Context: an optimization exercise on an open-source flow, tuned for small area. The choices shown serve that exercise and are no tape-out recipe.
No functional check of the RTL was part of any run shown here.
Power and IR drop assume default switching activity.

File: flow/design.v
`default_nettype none
package diablo_alu_pkg;
  localparam int ALU_OP_W = 4;
  typedef enum logic [ALU_OP_W-1:0] {
    ALU_ADD  = 4'd0,
    ALU_SUB  = 4'd1,
    ALU_AND  = 4'd2,
    ALU_OR   = 4'd3,
    ALU_XOR  = 4'd4,
    ALU_SLL  = 4'd5,
    ALU_SRL  = 4'd6,
    ALU_SRA  = 4'd7,
    ALU_SLT  = 4'd8,
    ALU_SLTU = 4'd9,
    ALU_MUL  = 4'd10,
    ALU_DIV  = 4'd11,
    ALU_DIVU = 4'd12,
    ALU_REM  = 4'd13,
    ALU_REMU = 4'd14
  } alu_op_e;
  typedef enum logic [1:0] {
    ST_IDLE = 2'd0,
    ST_BUSY = 2'd1,
    ST_DONE = 2'd2
  } alu_state_e;
  function automatic logic op_is_iter(input alu_op_e op);
    case (op)
      diablo_alu_pkg::ALU_MUL, diablo_alu_pkg::ALU_DIVU, diablo_alu_pkg::ALU_REMU: op_is_iter = 1'b1;
      diablo_alu_pkg::ALU_DIV, diablo_alu_pkg::ALU_REM: op_is_iter = 1'b1;
      default:                     op_is_iter = 1'b0;
    endcase
  endfunction
endpackage
`default_nettype wire
`default_nettype none
module alu_fa (
  input  logic i_a,
  input  logic i_b,
  input  logic i_c,
  output logic o_s,
  output logic o_c
);
  assign o_s = i_a ^ i_b ^ i_c;
  assign o_c = (i_a & i_b) | (i_a & i_c) | (i_b & i_c);
endmodule
module alu_muldiv_iter
#(
  parameter int XLEN = 64
) (
  input  logic [XLEN-1:0] i_acc,
  input  logic            i_bitin,
  input  logic [XLEN-1:0] i_b,
  input  logic            i_c1n,
  input  logic            i_c0n,
  input  logic            i_y64,
  input  logic            i_cin,
  output logic [XLEN:0]   o_sum
);
  logic [XLEN:0] x, y, s0, c0, pa, tc;
  logic [7:0] bc;
  assign x = {i_acc, i_bitin};
  always_comb for (int i = 0; i < XLEN; i++) y[i] = !(i_b[i] ? i_c1n : i_c0n);
  assign y[XLEN] = i_y64;
  assign bc[0] = i_cin;
  alu_fa u_fa0 (.i_a(x[0]), .i_b(y[0]), .i_c(bc[0]), .o_s(s0[0]), .o_c(c0[0]));
  alu_fa u_fa1 (.i_a(x[1]), .i_b(y[1]), .i_c(c0[0]), .o_s(s0[1]), .o_c(c0[1]));
  alu_fa u_fa2 (.i_a(x[2]), .i_b(y[2]), .i_c(c0[1]), .o_s(s0[2]), .o_c(c0[2]));
  alu_fa u_fa3 (.i_a(x[3]), .i_b(y[3]), .i_c(c0[2]), .o_s(s0[3]), .o_c(c0[3]));
  alu_fa u_fa4 (.i_a(x[4]), .i_b(y[4]), .i_c(c0[3]), .o_s(s0[4]), .o_c(c0[4]));
  alu_fa u_fa5 (.i_a(x[5]), .i_b(y[5]), .i_c(c0[4]), .o_s(s0[5]), .o_c(c0[5]));
  alu_fa u_fa6 (.i_a(x[6]), .i_b(y[6]), .i_c(c0[5]), .o_s(s0[6]), .o_c(c0[6]));
  alu_fa u_fa7 (.i_a(x[7]), .i_b(y[7]), .i_c(c0[6]), .o_s(s0[7]), .o_c(c0[7]));
  alu_fa u_fa8 (.i_a(x[8]), .i_b(y[8]), .i_c(c0[7]), .o_s(s0[8]), .o_c(c0[8]));
  assign o_sum[8:0] = s0[8:0];
  assign bc[1] = c0[8];
  assign s0[9] = x[9] ^ y[9];
  assign c0[9] = x[9] & y[9];
  alu_fa u_fa10 (.i_a(x[10]), .i_b(y[10]), .i_c(c0[9]), .o_s(s0[10]), .o_c(c0[10]));
  alu_fa u_fa11 (.i_a(x[11]), .i_b(y[11]), .i_c(c0[10]), .o_s(s0[11]), .o_c(c0[11]));
  alu_fa u_fa12 (.i_a(x[12]), .i_b(y[12]), .i_c(c0[11]), .o_s(s0[12]), .o_c(c0[12]));
  alu_fa u_fa13 (.i_a(x[13]), .i_b(y[13]), .i_c(c0[12]), .o_s(s0[13]), .o_c(c0[13]));
  alu_fa u_fa14 (.i_a(x[14]), .i_b(y[14]), .i_c(c0[13]), .o_s(s0[14]), .o_c(c0[14]));
  alu_fa u_fa15 (.i_a(x[15]), .i_b(y[15]), .i_c(c0[14]), .o_s(s0[15]), .o_c(c0[15]));
  alu_fa u_fa16 (.i_a(x[16]), .i_b(y[16]), .i_c(c0[15]), .o_s(s0[16]), .o_c(c0[16]));
  alu_fa u_fa17 (.i_a(x[17]), .i_b(y[17]), .i_c(c0[16]), .o_s(s0[17]), .o_c(c0[17]));
  alu_fa u_fa18 (.i_a(x[18]), .i_b(y[18]), .i_c(c0[17]), .o_s(s0[18]), .o_c(c0[18]));
  assign pa[18] = &s0[18:9];
  assign o_sum[9] = s0[9] ^ bc[1];
  assign tc[9] = s0[9] & bc[1];
  assign o_sum[10] = s0[10] ^ tc[9];
  assign tc[10] = s0[10] & tc[9];
  assign o_sum[11] = s0[11] ^ tc[10];
  assign tc[11] = s0[11] & tc[10];
  assign o_sum[12] = s0[12] ^ tc[11];
  assign tc[12] = s0[12] & tc[11];
  assign o_sum[13] = s0[13] ^ tc[12];
  assign tc[13] = s0[13] & tc[12];
  assign o_sum[14] = s0[14] ^ tc[13];
  assign tc[14] = s0[14] & tc[13];
  assign o_sum[15] = s0[15] ^ tc[14];
  assign tc[15] = s0[15] & tc[14];
  assign o_sum[16] = s0[16] ^ tc[15];
  assign tc[16] = s0[16] & tc[15];
  assign o_sum[17] = s0[17] ^ tc[16];
  assign tc[17] = s0[17] & tc[16];
  assign o_sum[18] = s0[18] ^ tc[17];
  assign tc[18] = s0[18] & tc[17];
  assign bc[2] = c0[18] | (bc[1] & pa[18]);
  assign s0[19] = x[19] ^ y[19];
  assign c0[19] = x[19] & y[19];
  alu_fa u_fa20 (.i_a(x[20]), .i_b(y[20]), .i_c(c0[19]), .o_s(s0[20]), .o_c(c0[20]));
  alu_fa u_fa21 (.i_a(x[21]), .i_b(y[21]), .i_c(c0[20]), .o_s(s0[21]), .o_c(c0[21]));
  alu_fa u_fa22 (.i_a(x[22]), .i_b(y[22]), .i_c(c0[21]), .o_s(s0[22]), .o_c(c0[22]));
  alu_fa u_fa23 (.i_a(x[23]), .i_b(y[23]), .i_c(c0[22]), .o_s(s0[23]), .o_c(c0[23]));
  alu_fa u_fa24 (.i_a(x[24]), .i_b(y[24]), .i_c(c0[23]), .o_s(s0[24]), .o_c(c0[24]));
  alu_fa u_fa25 (.i_a(x[25]), .i_b(y[25]), .i_c(c0[24]), .o_s(s0[25]), .o_c(c0[25]));
  alu_fa u_fa26 (.i_a(x[26]), .i_b(y[26]), .i_c(c0[25]), .o_s(s0[26]), .o_c(c0[26]));
  alu_fa u_fa27 (.i_a(x[27]), .i_b(y[27]), .i_c(c0[26]), .o_s(s0[27]), .o_c(c0[27]));
  alu_fa u_fa28 (.i_a(x[28]), .i_b(y[28]), .i_c(c0[27]), .o_s(s0[28]), .o_c(c0[28]));
  assign pa[28] = &s0[28:19];
  assign o_sum[19] = s0[19] ^ bc[2];
  assign tc[19] = s0[19] & bc[2];
  assign o_sum[20] = s0[20] ^ tc[19];
  assign tc[20] = s0[20] & tc[19];
  assign o_sum[21] = s0[21] ^ tc[20];
  assign tc[21] = s0[21] & tc[20];
  assign o_sum[22] = s0[22] ^ tc[21];
  assign tc[22] = s0[22] & tc[21];
  assign o_sum[23] = s0[23] ^ tc[22];
  assign tc[23] = s0[23] & tc[22];
  assign o_sum[24] = s0[24] ^ tc[23];
  assign tc[24] = s0[24] & tc[23];
  assign o_sum[25] = s0[25] ^ tc[24];
  assign tc[25] = s0[25] & tc[24];
  assign o_sum[26] = s0[26] ^ tc[25];
  assign tc[26] = s0[26] & tc[25];
  assign o_sum[27] = s0[27] ^ tc[26];
  assign tc[27] = s0[27] & tc[26];
  assign o_sum[28] = s0[28] ^ tc[27];
  assign tc[28] = s0[28] & tc[27];
  assign bc[3] = c0[28] | (bc[2] & pa[28]);
  assign s0[29] = x[29] ^ y[29];
  assign c0[29] = x[29] & y[29];
  alu_fa u_fa30 (.i_a(x[30]), .i_b(y[30]), .i_c(c0[29]), .o_s(s0[30]), .o_c(c0[30]));
  alu_fa u_fa31 (.i_a(x[31]), .i_b(y[31]), .i_c(c0[30]), .o_s(s0[31]), .o_c(c0[31]));
  alu_fa u_fa32 (.i_a(x[32]), .i_b(y[32]), .i_c(c0[31]), .o_s(s0[32]), .o_c(c0[32]));
  alu_fa u_fa33 (.i_a(x[33]), .i_b(y[33]), .i_c(c0[32]), .o_s(s0[33]), .o_c(c0[33]));
  alu_fa u_fa34 (.i_a(x[34]), .i_b(y[34]), .i_c(c0[33]), .o_s(s0[34]), .o_c(c0[34]));
  alu_fa u_fa35 (.i_a(x[35]), .i_b(y[35]), .i_c(c0[34]), .o_s(s0[35]), .o_c(c0[35]));
  alu_fa u_fa36 (.i_a(x[36]), .i_b(y[36]), .i_c(c0[35]), .o_s(s0[36]), .o_c(c0[36]));
  alu_fa u_fa37 (.i_a(x[37]), .i_b(y[37]), .i_c(c0[36]), .o_s(s0[37]), .o_c(c0[37]));
  alu_fa u_fa38 (.i_a(x[38]), .i_b(y[38]), .i_c(c0[37]), .o_s(s0[38]), .o_c(c0[38]));
  assign pa[38] = &s0[38:29];
  assign o_sum[29] = s0[29] ^ bc[3];
  assign tc[29] = s0[29] & bc[3];
  assign o_sum[30] = s0[30] ^ tc[29];
  assign tc[30] = s0[30] & tc[29];
  assign o_sum[31] = s0[31] ^ tc[30];
  assign tc[31] = s0[31] & tc[30];
  assign o_sum[32] = s0[32] ^ tc[31];
  assign tc[32] = s0[32] & tc[31];
  assign o_sum[33] = s0[33] ^ tc[32];
  assign tc[33] = s0[33] & tc[32];
  assign o_sum[34] = s0[34] ^ tc[33];
  assign tc[34] = s0[34] & tc[33];
  assign o_sum[35] = s0[35] ^ tc[34];
  assign tc[35] = s0[35] & tc[34];
  assign o_sum[36] = s0[36] ^ tc[35];
  assign tc[36] = s0[36] & tc[35];
  assign o_sum[37] = s0[37] ^ tc[36];
  assign tc[37] = s0[37] & tc[36];
  assign o_sum[38] = s0[38] ^ tc[37];
  assign tc[38] = s0[38] & tc[37];
  assign bc[4] = c0[38] | (bc[3] & pa[38]);
  assign s0[39] = x[39] ^ y[39];
  assign c0[39] = x[39] & y[39];
  alu_fa u_fa40 (.i_a(x[40]), .i_b(y[40]), .i_c(c0[39]), .o_s(s0[40]), .o_c(c0[40]));
  alu_fa u_fa41 (.i_a(x[41]), .i_b(y[41]), .i_c(c0[40]), .o_s(s0[41]), .o_c(c0[41]));
  alu_fa u_fa42 (.i_a(x[42]), .i_b(y[42]), .i_c(c0[41]), .o_s(s0[42]), .o_c(c0[42]));
  alu_fa u_fa43 (.i_a(x[43]), .i_b(y[43]), .i_c(c0[42]), .o_s(s0[43]), .o_c(c0[43]));
  alu_fa u_fa44 (.i_a(x[44]), .i_b(y[44]), .i_c(c0[43]), .o_s(s0[44]), .o_c(c0[44]));
  alu_fa u_fa45 (.i_a(x[45]), .i_b(y[45]), .i_c(c0[44]), .o_s(s0[45]), .o_c(c0[45]));
  alu_fa u_fa46 (.i_a(x[46]), .i_b(y[46]), .i_c(c0[45]), .o_s(s0[46]), .o_c(c0[46]));
  alu_fa u_fa47 (.i_a(x[47]), .i_b(y[47]), .i_c(c0[46]), .o_s(s0[47]), .o_c(c0[47]));
  assign pa[47] = &s0[47:39];
  assign o_sum[39] = s0[39] ^ bc[4];
  assign tc[39] = s0[39] & bc[4];
  assign o_sum[40] = s0[40] ^ tc[39];
  assign tc[40] = s0[40] & tc[39];
  assign o_sum[41] = s0[41] ^ tc[40];
  assign tc[41] = s0[41] & tc[40];
  assign o_sum[42] = s0[42] ^ tc[41];
  assign tc[42] = s0[42] & tc[41];
  assign o_sum[43] = s0[43] ^ tc[42];
  assign tc[43] = s0[43] & tc[42];
  assign o_sum[44] = s0[44] ^ tc[43];
  assign tc[44] = s0[44] & tc[43];
  assign o_sum[45] = s0[45] ^ tc[44];
  assign tc[45] = s0[45] & tc[44];
  assign o_sum[46] = s0[46] ^ tc[45];
  assign tc[46] = s0[46] & tc[45];
  assign o_sum[47] = s0[47] ^ tc[46];
  assign tc[47] = s0[47] & tc[46];
  assign bc[5] = c0[47] | (bc[4] & pa[47]);
  assign s0[48] = x[48] ^ y[48];
  assign c0[48] = x[48] & y[48];
  alu_fa u_fa49 (.i_a(x[49]), .i_b(y[49]), .i_c(c0[48]), .o_s(s0[49]), .o_c(c0[49]));
  alu_fa u_fa50 (.i_a(x[50]), .i_b(y[50]), .i_c(c0[49]), .o_s(s0[50]), .o_c(c0[50]));
  alu_fa u_fa51 (.i_a(x[51]), .i_b(y[51]), .i_c(c0[50]), .o_s(s0[51]), .o_c(c0[51]));
  alu_fa u_fa52 (.i_a(x[52]), .i_b(y[52]), .i_c(c0[51]), .o_s(s0[52]), .o_c(c0[52]));
  alu_fa u_fa53 (.i_a(x[53]), .i_b(y[53]), .i_c(c0[52]), .o_s(s0[53]), .o_c(c0[53]));
  alu_fa u_fa54 (.i_a(x[54]), .i_b(y[54]), .i_c(c0[53]), .o_s(s0[54]), .o_c(c0[54]));
  alu_fa u_fa55 (.i_a(x[55]), .i_b(y[55]), .i_c(c0[54]), .o_s(s0[55]), .o_c(c0[55]));
  alu_fa u_fa56 (.i_a(x[56]), .i_b(y[56]), .i_c(c0[55]), .o_s(s0[56]), .o_c(c0[56]));
  assign pa[56] = &s0[56:48];
  assign o_sum[48] = s0[48] ^ bc[5];
  assign tc[48] = s0[48] & bc[5];
  assign o_sum[49] = s0[49] ^ tc[48];
  assign tc[49] = s0[49] & tc[48];
  assign o_sum[50] = s0[50] ^ tc[49];
  assign tc[50] = s0[50] & tc[49];
  assign o_sum[51] = s0[51] ^ tc[50];
  assign tc[51] = s0[51] & tc[50];
  assign o_sum[52] = s0[52] ^ tc[51];
  assign tc[52] = s0[52] & tc[51];
  assign o_sum[53] = s0[53] ^ tc[52];
  assign tc[53] = s0[53] & tc[52];
  assign o_sum[54] = s0[54] ^ tc[53];
  assign tc[54] = s0[54] & tc[53];
  assign o_sum[55] = s0[55] ^ tc[54];
  assign tc[55] = s0[55] & tc[54];
  assign o_sum[56] = s0[56] ^ tc[55];
  assign tc[56] = s0[56] & tc[55];
  assign bc[6] = c0[56] | (bc[5] & pa[56]);
  assign s0[57] = x[57] ^ y[57];
  assign c0[57] = x[57] & y[57];
  alu_fa u_fa58 (.i_a(x[58]), .i_b(y[58]), .i_c(c0[57]), .o_s(s0[58]), .o_c(c0[58]));
  alu_fa u_fa59 (.i_a(x[59]), .i_b(y[59]), .i_c(c0[58]), .o_s(s0[59]), .o_c(c0[59]));
  alu_fa u_fa60 (.i_a(x[60]), .i_b(y[60]), .i_c(c0[59]), .o_s(s0[60]), .o_c(c0[60]));
  alu_fa u_fa61 (.i_a(x[61]), .i_b(y[61]), .i_c(c0[60]), .o_s(s0[61]), .o_c(c0[61]));
  alu_fa u_fa62 (.i_a(x[62]), .i_b(y[62]), .i_c(c0[61]), .o_s(s0[62]), .o_c(c0[62]));
  alu_fa u_fa63 (.i_a(x[63]), .i_b(y[63]), .i_c(c0[62]), .o_s(s0[63]), .o_c(c0[63]));
  alu_fa u_fa64 (.i_a(x[64]), .i_b(y[64]), .i_c(c0[63]), .o_s(s0[64]), .o_c(c0[64]));
  assign pa[64] = &s0[64:57];
  assign o_sum[57] = s0[57] ^ bc[6];
  assign tc[57] = s0[57] & bc[6];
  assign o_sum[58] = s0[58] ^ tc[57];
  assign tc[58] = s0[58] & tc[57];
  assign o_sum[59] = s0[59] ^ tc[58];
  assign tc[59] = s0[59] & tc[58];
  assign o_sum[60] = s0[60] ^ tc[59];
  assign tc[60] = s0[60] & tc[59];
  assign o_sum[61] = s0[61] ^ tc[60];
  assign tc[61] = s0[61] & tc[60];
  assign o_sum[62] = s0[62] ^ tc[61];
  assign tc[62] = s0[62] & tc[61];
  assign o_sum[63] = s0[63] ^ tc[62];
  assign tc[63] = s0[63] & tc[62];
  assign o_sum[64] = s0[64] ^ tc[63];
  assign tc[64] = s0[64] & tc[63];
  assign bc[7] = c0[64] | (bc[6] & pa[64]);
endmodule
`default_nettype wire
`default_nettype none
module alu_seq
#(
  parameter int XLEN = 64
) (
  input  logic            clk,
  input  logic            rst_n,
  input  logic            in_valid,
  output logic            in_ready,
  input  logic [diablo_alu_pkg::ALU_OP_W-1:0] in_op,
  input  logic [XLEN-1:0] in_a,
  input  logic [XLEN-1:0] in_b,
  output logic            out_valid,
  input  logic            out_ready,
  output logic [XLEN-1:0] out_result,
  output logic            out_err
);
  localparam int SHW = $clog2(XLEN);
  localparam logic [1:0] S_PRE = 2'd0, S_P0 = 2'd1, S_P1 = 2'd2, S_P2 = 2'd3;
  logic            r_ov;
  logic [1:0]      r_st;
  logic [SHW-1:0]  r_k;
  logic            r_abit;
  logic            r_lt;
  logic            r_pbit;
  logic [XLEN-1:0] r_acc;
  logic [XLEN-1:0] r_q;
  logic            r_psgn;
  logic            r_f1;
  logic            r_f2;
  logic [3:0]      r_op;
  logic            r_a63;
  logic            r_b63;
  diablo_alu_pkg::alu_op_e w_op;
  logic w_p0, w_p1, w_p2, w_first, w_lastk, w_last, w_done;
  logic w_add, w_sub_op, w_logic, w_shift, w_mul, w_cmp, w_isdiv, w_two;
  logic w_signed, w_rem, w_sa, w_bn, w_negq, w_e, w_e63, w_sub, w_bk, w_diff, w_lt, w_lbit;
  logic [SHW-1:0]  w_kn;
  logic            w_knl, w_hold;
  logic            w_bitin, w_yen, w_yinv, w_y64, w_cin;
  logic [XLEN:0]   w_sum;
  assign w_op     = diablo_alu_pkg::alu_op_e'(r_op);
  assign w_add    = (w_op == diablo_alu_pkg::ALU_ADD);
  assign w_sub_op = (w_op == diablo_alu_pkg::ALU_SUB);
  assign w_logic  = (w_op == diablo_alu_pkg::ALU_AND) || (w_op == diablo_alu_pkg::ALU_OR) ||
                    (w_op == diablo_alu_pkg::ALU_XOR);
  assign w_shift  = (w_op == diablo_alu_pkg::ALU_SLL) || (w_op == diablo_alu_pkg::ALU_SRL) ||
                    (w_op == diablo_alu_pkg::ALU_SRA);
  assign w_cmp    = (w_op == diablo_alu_pkg::ALU_SLT) || (w_op == diablo_alu_pkg::ALU_SLTU);
  assign w_mul    = (w_op == diablo_alu_pkg::ALU_MUL);
  assign w_isdiv  = diablo_alu_pkg::op_is_iter(w_op) && !w_mul;
  assign w_two    = w_logic || w_cmp || w_shift;
  assign w_signed = (w_op == diablo_alu_pkg::ALU_DIV) || (w_op == diablo_alu_pkg::ALU_REM);
  assign w_rem    = (w_op == diablo_alu_pkg::ALU_REM) || (w_op == diablo_alu_pkg::ALU_REMU);
  assign w_sa     = w_signed && r_a63;
  assign w_bn     = w_signed && r_b63;
  assign w_p0     = (r_st == S_P0);
  assign w_p1     = (r_st == S_P1);
  assign w_p2     = (r_st == S_P2);
  assign w_first  = (r_k == SHW'(XLEN-1));
  assign w_lastk  = (r_k == '0);
  assign w_last   = w_p2 || (w_p1 && w_two) || (w_p0 && !w_two && !w_isdiv);
  assign w_done   = w_last && w_lastk;
  assign in_ready = !r_ov && (w_done || !in_valid);
  assign out_valid  = r_ov;
  assign out_result = r_acc;
  assign out_err    = (r_op == 4'd15);
  assign w_kn  = (r_st == S_PRE) ? SHW'(XLEN-1) : (r_k - 1'b1);
  assign w_knl = (w_kn < in_b[SHW-1:0]);
  always_ff @(posedge clk) begin
    r_abit <= ((in_op == 4'd6 || in_op == 4'd7) && w_knl) ? ((in_op == 4'd7) && in_a[XLEN-1]) : in_a[w_kn];
    r_lt   <= w_knl;
  end
  assign w_bk   = r_acc[XLEN-1];
  assign w_diff = r_abit ^ w_bk;
  always_comb begin
    case (w_op)
      diablo_alu_pkg::ALU_AND: w_lbit = r_abit & w_bk;
      diablo_alu_pkg::ALU_OR:  w_lbit = r_abit | w_bk;
      default:                 w_lbit = w_diff;
    endcase
  end
  assign w_lt = (r_f1 && !w_first) ? r_f2
              : (w_diff && ((w_first && w_op == diablo_alu_pkg::ALU_SLT) ? r_abit : w_bk));
  assign w_e63  = ((&r_acc) && r_psgn) || (r_f2 && r_pbit);
  assign w_e    = w_sa && r_f2;
  assign w_negq = (w_sa ^ w_bn) && !r_f1;
  assign w_sub  = w_p1 ? !r_psgn : (w_sa && r_psgn);
  always_comb begin
    w_bitin = 1'b0;
    w_yen   = 1'b0;
    w_yinv  = 1'b0;
    w_y64   = 1'b0;
    w_cin   = 1'b0;
    case (r_st)
      S_P0: begin
        if (w_add || w_sub_op || w_shift) w_bitin = r_abit;
        if (w_add || w_sub_op || w_logic || w_cmp) w_yen = w_lastk;
        if (w_sub_op) begin
          w_yinv = w_lastk;
          w_cin  = w_lastk;
        end
        if (w_mul) w_yen = r_abit;
      end
      S_P1: begin
        if (w_shift && w_op != diablo_alu_pkg::ALU_SLL) w_bitin = r_acc[XLEN-1];
        if (w_logic) w_bitin = w_lbit;
        if (w_cmp)   w_bitin = w_lastk && w_lt;
        if (w_isdiv) begin
          w_bitin = r_abit ^ w_sa;
          w_yen   = 1'b1;
          w_yinv  = w_sub ^ w_bn;
          w_cin   = w_sub ^ w_bn;
          w_y64   = w_sub;
        end
      end
      S_P2: begin
        if (!w_rem) begin
          w_bitin = r_q[XLEN-1] ^ w_negq;
          w_cin   = w_lastk && (w_e ^ w_negq);
        end else begin
          w_bitin = r_acc[XLEN-1] ^ w_sa;
          w_yen   = w_lastk && (w_e ^ r_psgn);
          w_yinv  = w_lastk && (w_e ^ r_psgn) && (w_sub ^ w_bn);
          w_cin   = w_lastk && (w_e ^ r_psgn) && (w_sub ^ w_bn);
        end
      end
      default: ;
    endcase
  end
  alu_muldiv_iter #(
    .XLEN (XLEN)
  ) u_dp (
    .i_acc  (r_acc),
    .i_bitin(w_bitin),
    .i_b    (in_b),
    .i_c1n  (!(w_yen ^ w_yinv)),
    .i_c0n  (!w_yinv),
    .i_y64  (w_y64),
    .i_cin  (w_cin),
    .o_sum  (w_sum)
  );
  always_ff @(posedge clk or negedge rst_n) begin
    if (!rst_n) begin
      r_ov <= 1'b0;
      r_st <= S_PRE;
    end else begin
      if (r_ov) begin
        if (out_ready) r_ov <= 1'b0;
      end else if (in_valid && w_done) begin
        r_ov <= 1'b1;
      end
      if (r_ov || !in_valid || w_done)    r_st <= S_PRE;
      else if (r_st == S_PRE || w_lastk)  r_st <= r_st + 1'b1;
    end
  end
  always_ff @(posedge clk) begin
    r_k    <= w_kn;
    r_pbit <= w_bitin;
    r_q    <= {r_q[XLEN-2:0], !w_sum[XLEN]};
    if (w_p0) r_psgn <= 1'b0;
    if (w_p1) r_psgn <= w_sum[XLEN];
  end
  assign w_hold = w_p1 && w_shift && ((w_op == diablo_alu_pkg::ALU_SLL) ? !r_lt : r_lt);
  always_ff @(posedge clk) begin
    if (!r_ov && !w_hold) r_acc <= w_sum[XLEN-1:0];
    if (!r_ov) r_op <= in_op;
    r_a63 <= in_a[XLEN-1];
    r_b63 <= in_b[XLEN-1];
  end
  always_ff @(posedge clk) begin
    if (w_p1) begin
      if (w_isdiv) begin
        if (w_first) r_f1 <= !w_sum[XLEN];
        r_f2 <= !w_first && (((&r_acc) && r_psgn) || (r_f2 && r_pbit));
      end else begin
        r_f1 <= (r_f1 && !w_first) || w_diff;
        r_f2 <= w_lt;
      end
    end else if (w_p2 && w_first) begin
      r_f2 <= w_e63;
    end
  end
endmodule
`default_nettype wire
File: flow/flow/run.sh
#!/bin/bash
# Layout of alu_seq: the standard flow (standard.sh, all steps unchanged), with the port
# buffers that global placement inserts on every input and output made of the smallest buffer
# cell, sky130_fd_sc_hd__buf_1, in place of the flow's default choice. Each tool's output is kept
# in a log of its own here; ORFS also keeps per-step logs under orfs/logs.
set -euo pipefail
export BUFFER_PORTS_ARGS="-buffer_cell sky130_fd_sc_hd__buf_1"
export CTS_ARGS="-sink_clustering_enable -repair_clock_nets -dont_use_dummy_load -buf_list {sky130_fd_sc_hd__clkbuf_4 sky130_fd_sc_hd__clkbuf_8} -root_buf sky130_fd_sc_hd__clkbuf_8 -sink_clustering_size 12 -sink_clustering_max_diameter 60"
bash standard.sh > standard.log 2>&1
File: flow/standard.sh
#!/bin/bash
# synth_recipe.tcl (not shown) runs the flow's synth.tcl, then flattens the netlist and writes it again
# the make line also repeats each setting of config.mk as NAME=value (left out here)
make -C /OpenROAD-flow-scripts/flow DESIGN_CONFIG=/design/flow/config.mk WORK_HOME=/design/flow/orfs CLKGATE_MAP_FILE= SYNTH_SCRIPT=/design/flow/synth_recipe.tcl "${@:-finish}"
File: flow/config.mk
export PLATFORM = sky130hd
export DESIGN_NAME = alu_seq
export DESIGN_NICKNAME = alu_seq
export VERILOG_FILES = /design/flow/design.v
export SDC_FILE = /design/flow/constraint.sdc
export NUM_CORES = 4
export LEC_CHECK = 0
export CAP_MARGIN = 20
export CORE_MARGIN = 2
export CORE_UTILIZATION = 40
export SLEW_MARGIN = 20
export SYNTH_HIERARCHICAL = 1
File: flow/constraint.sdc
create_clock -name core_clock -period 10.0 [get_ports {clk}]
set_input_delay 2.0000 -clock core_clock [delete_from_list [all_inputs] [get_ports {clk}]]
set_output_delay 2.0000 -clock core_clock [all_outputs]
set_load 0.01 [all_outputs]
==> results of run 1 <==
-- area by class of cell --
type | count | area (sq um)
inverter | 27 | 101.3
sequential | 149 | 3709
multi-input combinational | 469 | 4576
fill | 1979 | 11240
timing repair buffer | 207 | 820.8
tap | 275 | 344.1
clock buffer | 17 | 234.0
-- sequential cells by signal, summed over array words and instances, names as in the netlist --
signal and flops:
r_ov 1, r_psgn 1, r_f2 1, r_q 64
r_pbit 1, r_op 4, r_abit 1, r_b63 1
r_f1 1, r_lt 1, r_a63 1, r_st 2
r_acc 64, r_k 6
-- cells by family after synthesis --
kind of cell / after synthesis / synth area share, %
xor+xnor: 16 / 1.633
simple gates: 143 / 9.140
buf+inv: 72 / 3.790
mux: 86 / 10.48
flops: 149 / 43.21
fa+ha+maj: 128 / 23.82
compound gates: 96 / 7.930
-- power groups by stage --
stage	Combinational, mW	Clock, mW	Sequential [mW]
2_1_floorplan	0.474	0	1.11
3_3_place_gp	0.768	0	1.14
3_5_place_dp	0.766	0	1.14
4_1_cts	0.777	0.349	1.13
5_1_grt	0.867	0.372	1.16
6_report	0.777	0.335	1.13
-- cells in the final DEF (no fill, tap or decap), types with 4 or more instances in the layout --
cell type,netlist,routed
a211oi_1,5,5
inv_1,25,25
nor3_1,6,6
nand3b_1,5,5
fa_1,59,59
nor4_1,6,6
o211ai_1,6,6
o31ai_1,6,6
nand4_1,29,29
ha_1,69,69
nor2b_1,6,6
clkbuf_8,0,17
xor2_1,9,9
a31oi_1,4,4
nand2_1,31,30
mux2i_1,79,79
a221oi_1,4,4
nor2_1,20,20
o22ai_1,12,12
o21ai_0,10,10
dfxtp_1,75,75
a21oi_1,14,14
edfxtp_1,71,71
xnor2_1,7,7
buf_1,1,202
nand3_1,14,13
-- cell usage after synthesis, types with 4 or more instances --
cell type | n | area share [%]
a211oi_1 | 5 | 0.44
a21oi_1 | 14 | 0.82
a221oi_1 | 4 | 0.41
a31oi_1 | 4 | 0.29
buf_4 | 10 | 0.87
clkbuf_1 | 30 | 1.3
dfxtp_1 | 75 | 17
edfxtp_1 | 71 | 25
fa_1 | 59 | 14
ha_1 | 69 | 10
inv_1 | 25 | 1.1
mux2i_1 | 79 | 9.2
nand2_1 | 31 | 1.4
nand3_1 | 14 | 0.82
nand3b_1 | 5 | 0.44
nand4_1 | 29 | 2.1
nor2_1 | 20 | 0.87
nor2b_1 | 6 | 0.44
nor3_1 | 6 | 0.35
nor4_1 | 6 | 0.44
o211ai_1 | 6 | 0.52
o21ai_0 | 10 | 0.58
o22ai_1 | 12 | 0.87
o31ai_1 | 6 | 0.52
xnor2_1 | 7 | 0.71
xor2_1 | 9 | 0.92
-- modules after synthesis (local to each module, per instance), excerpt --
module | flops+latches | cells
alu_fa | 0 | 1
alu_seq | 149 | 452
-- stage by stage --
stage,power [mW],cells
3_5_place_dp,1.904,1127
4_1_cts,2.258,1144
6_report,2.239,1144
5_1_grt,2.402,1144
3_3_place_gp,1.910,1127
2_1_floorplan,1.588,690
-- per-layer routing --
layer / wire, um / vias to the layer above
met1: 9731 / 2980
met4: 341 / 2
met2: 9857 / 257
met5: 13 / -
met3: 1696 / 32
li1: - / 2895
-- worst paths after layout --
kind,start,endpoint,slack [ns],depth (start not counted)
max,r_op[0],r_acc[56],0.88,31
min,r_q[16],r_q[17],0.31,0
max reg2reg,r_op[0],r_acc[56],0.88,31
min reg2reg,r_q[16],r_q[17],0.31,0
max in group asynchronous,rst_n,r_ov,8.47,1
min in group asynchronous,rst_n,r_st[0],1.37,1
==> impl_metrics.tcl, run 1 <==
set metrics [dict create \
    cts_tree "done" \
    dieArea_sq_um 22650 \
    vias_per_cell 5.390 \
    synthFlopType "dfxtp_1" \
    max_slew.worst_pin.slew_ns 0.8643 \
    leakage_nw 4.281 \
    slew_headroom_pct 42.38 \
    use_met1_pct 26.66 \
    placed_cell_area_sq_um 9550 \
    cp.arrival_ns 9.27 \
    setup_violations 0 \
    met2_usage_pct 31.00 \
    worstSetupPathType "reg2reg" \
    grt.total_usage_pct 19.52 \
    cts_num_sinks 149 \
    cts_setup_buffers 0 \
    cts_root_buf "clkbuf_8" \
    min_period_ns 9.120 \
    grt_pass1_wl_um 33290 \
    max_stage_delay_ns 0.67 \
    p_sw_uw 859.5 \
    finalWirelength_um 21640 \
    post_drt_wl_per_cell_um 18.92 \
    antennaDiodeCount 0 \
    area_delta_synth_final_pct 13.99 \
    synthArstFlopShare_pct 2.013 \
    ant_nets 0 \
    finalWorstSetupSlack_ns 0.8799 \
    syn_area_sq_um 8583 \
    crit_family "adder cells" \
    initial_core_util_pct 40.83 \
    die_w_um 150.5 \
    vias 6166 \
    finalInstanceArea_sq_um 9784 \
    met3_usage_pct 4.697 \
    htreeDepth 4 \
    cp_slowest_cell "edfxtp_1" \
    rows 53 \
    hold_slack_ns 0.3103 \
    nets 1135 \
    place_hpwl_um 16520 \
    cp_num_buf_inv 2 \
    peakVddDrop_mv 0.09226 \
    antenna_found_initial 1 \
    syn_avg_cell_area_sq_um 12.44 \
    synth_edf_count 71 \
    drive_gt1_share_pct 4.373 \
    post_cts_resized 0 \
    p_clk_share_pct 15.0 \
    setup.worst_path.end_class "register" \
    dp_slack_ns 0.9660 \
    power_frac_comb_pct 34.7 \
    cts.reportedPaths.clkPinSlew_ns 0.11 \
    fin_util_pct 46.54 \
    hold_class "reg2reg" \
    cts_buffers 17 \
    insertion_delay_ns 0.46 \
    power_frac_seq_pct 50.3 \
    firstDrtPassIters 6 \
    fp.dieH_um 150.5 \
    switching_share_pct 38.38 \
    yosysWarnings 9 \
    cts_hold_buf 0 \
    io_pins 203 \
    fin_skew_ns 0.05077 \
    grt.busiest_layer "met2" \
    yosysUniqueCellTypes 70 \
    slew_violations 0 \
    internal_power_mw 1.380 \
    start_kind "register" \
    grt_max_degree 65 \
    ys_seq_elements 149 \
    timing.final.crit_share_pct 91.20 \
    drt-initial-drc-count 476 \
    core_sq_um 21020 \
    grt_pass1_vias 6193 \
    gr-total-overflow 0 \
    cp_data_required_time_ns 10.15 \
    rsz0062_at_grt "no" \
    fmax_mhz 109.6 \
    hold_viol 0 \
    fin_setup_tns_ns 0 \
    drv_cap 0 \
    drcViolationCount 0 \
    portBuffers 202 \
    p_per_area_nw_per_um2 228.8 \
    clk_path_buf_depth 2 \
    ys_seq_area_share_pct 43.21 \
    place.gp.congestion 0.8403 \
    crit_fanout 45 \
    synth_fp_nets 954 \
    status "no timing/DRC/antenna violations" \
    synth_cells 690 \
]
==> run 2, diff against run 1 <==
--- a/flow/design.v
+++ b/flow/design.v
@@ -335,16 +335,14 @@
     r_lt   <= w_knl;
   end
   assign w_bk   = r_acc[XLEN-1];
-  assign w_diff = r_abit ^ w_bk;
   always_comb begin
     case (w_op)
       diablo_alu_pkg::ALU_AND: w_lbit = r_abit & w_bk;
       diablo_alu_pkg::ALU_OR:  w_lbit = r_abit | w_bk;
-      default:                 w_lbit = w_diff;
+      default:                 w_lbit = r_abit ^ w_bk;
     endcase
   end
-  assign w_lt = (r_f1 && !w_first) ? r_f2
-              : (w_diff && ((w_first && w_op == diablo_alu_pkg::ALU_SLT) ? r_abit : w_bk));
+  assign w_lt = (w_op == diablo_alu_pkg::ALU_SLT && (r_a63 ^ r_b63)) ? r_a63 : r_psgn;
   assign w_e63  = ((&r_acc) && r_psgn) || (r_f2 && r_pbit);
   assign w_e    = w_sa && r_f2;
   assign w_negq = (w_sa ^ w_bn) && !r_f1;
@@ -357,12 +355,13 @@
     w_cin   = 1'b0;
     case (r_st)
       S_P0: begin
-        if (w_add || w_sub_op || w_shift) w_bitin = r_abit;
+        if (w_add || w_sub_op || w_shift || w_cmp) w_bitin = r_abit;
         if (w_add || w_sub_op || w_logic || w_cmp) w_yen = w_lastk;
-        if (w_sub_op) begin
+        if (w_sub_op || w_cmp) begin
           w_yinv = w_lastk;
           w_cin  = w_lastk;
         end
+        if (w_cmp) w_y64 = !r_acc[XLEN-1];
         if (w_mul) w_yen = r_abit;
       end
       S_P1: begin
@@ -421,8 +420,8 @@
     r_k    <= w_kn;
     r_pbit <= w_bitin;
     r_q    <= {r_q[XLEN-2:0], !w_sum[XLEN]};
-    if (w_p0) r_psgn <= 1'b0;
-    if (w_p1) r_psgn <= w_sum[XLEN];
+    if (w_p0) r_psgn <= w_cmp && w_sum[XLEN];
+    if (w_p1 && w_isdiv) r_psgn <= w_sum[XLEN];
   end
   assign w_hold = w_p1 && w_shift && ((w_op == diablo_alu_pkg::ALU_SLL) ? !r_lt : r_lt);
   always_ff @(posedge clk) begin
@@ -433,13 +432,8 @@
   end
   always_ff @(posedge clk) begin
     if (w_p1) begin
-      if (w_isdiv) begin
-        if (w_first) r_f1 <= !w_sum[XLEN];
-        r_f2 <= !w_first && (((&r_acc) && r_psgn) || (r_f2 && r_pbit));
-      end else begin
-        r_f1 <= (r_f1 && !w_first) || w_diff;
-        r_f2 <= w_lt;
-      end
+      if (w_first) r_f1 <= !w_sum[XLEN];
+      r_f2 <= !w_first && (((&r_acc) && r_psgn) || (r_f2 && r_pbit));
     end else if (w_p2 && w_first) begin
       r_f2 <= w_e63;
     end
==> run 2 against run 1 <==
Global-route usage decreased by 0.37 points. Critical path type unchanged. Routed wire length decreased by 3.6%. Hold slack got worse by 0.011 ns. Highest routed layer is now met4.
==> impl_metrics.tcl, run 2 <==
set metrics [dict create \
    grt_max_degree 65 \
    cts_hold_buf 0 \
    fin_util_pct 46.45 \
    rows 53 \
    synthTopCellsByCount "mux2i_1, dfxtp_1, edfxtp_1" \
    synthArstFlopShare_pct 2.013 \
    grt_pass1_vias 6077 \
    post_cts_resized 0 \
    cts.reportedPaths.clkPinSlew_ns 0.08 \
    rsz0062_at_grt "no" \
    io_pins 203 \
    initial_core_util_pct 40.66 \
    synth_edf_count 71 \
    antenna_found_initial 1 \
    yosysWarnings 9 \
    use_met1_pct 26.63 \
    portBuffers 202 \
    finalWirelength_um 20870 \
    setup_violations 0 \
    slew_violations 0 \
    dpl.cell_count 1120 \
    die_w_um 150.2 \
    met3_usage_pct 4.667 \
    syn_avg_cell_area_sq_um 12.61 \
    htreeDepth 4 \
    post_drt_wl_per_cell_um 18.34 \
    p_per_area_nw_per_um2 223.4 \
    ys_seq_area_share_pct 43.38 \
    synth_cells 678 \
    worstSetupPathType "reg2reg" \
    final_cells 1138 \
    drive_gt1_share_pct 4.988 \
    clk_path_buf_depth 2 \
    cp_data_required_time_ns 10.18 \
    cts_num_sinks 149 \
    dieArea_sq_um 22560 \
    crit_fanout 25 \
    cp_slowest_cell "edfxtp_1" \
    peakVddDrop_mv 0.08660 \
    synthFlopType "dfxtp_1" \
    synth_fp_nets 943 \
    drcViolationCount 0 \
    slew_headroom_pct 38.48 \
    yosysMostFrequentCell "mux2i_1" \
    final_common_cell "buf_1" \
    grt.busiest_layer "met2" \
    status "no timing/DRC/antenna violations" \
    min_from "r_q[62]" \
    cts_root_buf "clkbuf_8" \
    yosysTopAreaCellShare_pct 24.94 \
    leakage_nw 4.308 \
    yosysUniqueCellTypes 62 \
    ant_nets 0 \
    vias_per_cell 5.254 \
    reg_top3 "r_acc (64), r_q (64), r_k (6)" \
    fillers 1972 \
    max_slew.worst_pin.slew_ns 0.9228 \
    met2_usage_pct 30.48 \
    hold_class "reg2reg" \
    gr-total-overflow 0 \
    cts_setup_buffers 0 \
    drv_cap 0 \
    total_power_mw 2.181 \
    vias 5979 \
    fmax_mhz 111.4 \
    insertion_delay_ns 0.44 \
    reg2reg_from "r_op[1]" \
    core_sq_um 21020 \
    max_stage_delay_ns 0.60 \
    start_kind "register" \
    cts_tree "done" \
    place.gp.congestion 0.8281 \
    fin_skew_ns 0.03336 \
    hold_viol 0 \
    hold_slack_ns 0.2996 \
    grt_pass1_wl_um 32740 \
    ys_seq_elements 149 \
    setup.worst_path.end_class "register" \
    yosysTopAreaCell "edfxtp_1" \
    final_cell_mix "buf_1, mux2i_1, dfxtp_1" \
    synth_area_leaders "edfxtp_1, dfxtp_1, fa_1" \
    fp.dieH_um 150.2 \
    critPathLaunch "r_op[1]" \
    firstDrtPassIters 4 \
    fin_setup_tns_ns 0 \
    cp.arrival_ns 9.16 \
    cts_buffers 17 \
    min_period_ns 8.974 \
    syn_area_sq_um 8548 \
    timing.final.crit_share_pct 89.74 \
    place_hpwl_um 16120 \
    area_delta_synth_final_pct 14.23 \
    grt.total_usage_pct 19.15 \
    nets 1129 \
    drt-initial-drc-count 297 \
]
run 2: cell families (layout without fill, tap and decap cells):
family / Yosys count / after routing / share of synthesized area [%]
flops: 149 / 149 / 43.38
simple gates: 136 / 136 / 8.387
fa+ha+maj: 129 / 129 / 24.06
mux: 89 / 89 / 11.15
compound gates: 85 / 85 / 7.187
buf+inv: 70 / 254 / 3.776
xor+xnor: 20 / 20 / 2.049
other cells: 0 / 1 / 0
run 2: critical path: cells and delay by family, from the launching register on:
kind                     cells  cell delay [ns]
XOR/XNOR                     2             0.42
adder cells (fa/ha/maj)     18             5.31
AND/OR/NAND/NOR              4             0.73
multiplexers                 1             0.14
AO/OA/AOI/OAI                5             1.16
flip-flops                   1             0.60
buffers and inverters        1             0.36
run 2: where the power goes:
part | total (mW) | internal (mW) | switching (mW)
clock network | 0.341 | 0.150 | 0.191
logic | 0.723 | 0.304 | 0.419
registers | 1.12 | 0.915 | 0.203
total | 2.18 | 1.37 | 0.813
run 2: layout make-up:
| cell class | count | area [sq um] | share of cell area [%] |
|---|---|---|---|
| Timing Repair Buffer | 213 | 840.8 | 8.611 |
| Tap cell | 275 | 344.1 | 3.524 |
| Antenna cell | 1 | 2.502 | 0.02563 |
| Inverter | 24 | 90.09 | 0.9226 |
| Sequential cell | 149 | 3709 | 37.98 |
| Multi-Input combinational cell | 459 | 4544 | 46.54 |
| Clock buffer | 17 | 234.0 | 2.396 |
run 2: final timing paths:
| check | slack, ns | to | cells past startpoint |
|---|---|---|---|
| hold reg to reg | 0.30 | r_q[63] | 0 |
| hold / removal | 0.30 | r_q[63] | 0 |
| min in group asynchronous | 1.35 | r_st[0] | 1 |
| max in group asynchronous | 8.50 | r_ov | 1 |
| setup reg to reg | 1.03 | r_acc[56] | 31 |
| setup / recovery | 1.03 | r_acc[56] | 31 |
run 2: Yosys stat by module (local to each module, per instance), a selection:
module | area (sq um) | copies in the design
alu_seq | 5684 | 1
alu_fa | 20.02 | 59
run 2: stage by stage:
step / setup slack (ns) / instance area, sq um
4_1_cts: 0.9636 / 9762
3_3_place_gp: 1.166 / 9528
2_1_floorplan: 1.502 / 8548
5_1_grt: 0.4886 / 9762
3_5_place_dp: 0.9391 / 9528
6_report: 1.026 / 9764
run 2: metal layers:
metal	part of all wire [%]	vias to the layer above
li1	-	2847
met1	46	2939
met2	47	176
met3	5.3	17
met4	1.1	0
met5	0	-

## afterwards: timing with drivers on the ports
The flow's constraints put no driver on any port. The routed layouts listed below were extracted and timed again, unchanged, in two steps. Step 1 assumes that a clkbuf_16 drives the clock port and a buf_2 every other input. Step 2 times the ports against the registers' clock, not the clock port: input delays grow and output delays shrink by t, the midpoint of the rising clock arrivals with the driver on. Slacks: ideal / step 1 / step 2; pairs: ideal / step 1.
run | t, ns | slack for setup (ns) | latest minus earliest clock arrival (ns)
run 1 | 0.467 | 0.880 / 0.880 / 0.880 | 0.052 / 0.052
run 2 | 0.472 | 1.026 / 1.026 / 1.026 | 0.037 / 0.037
After both steps every run listed still meets setup and hold.
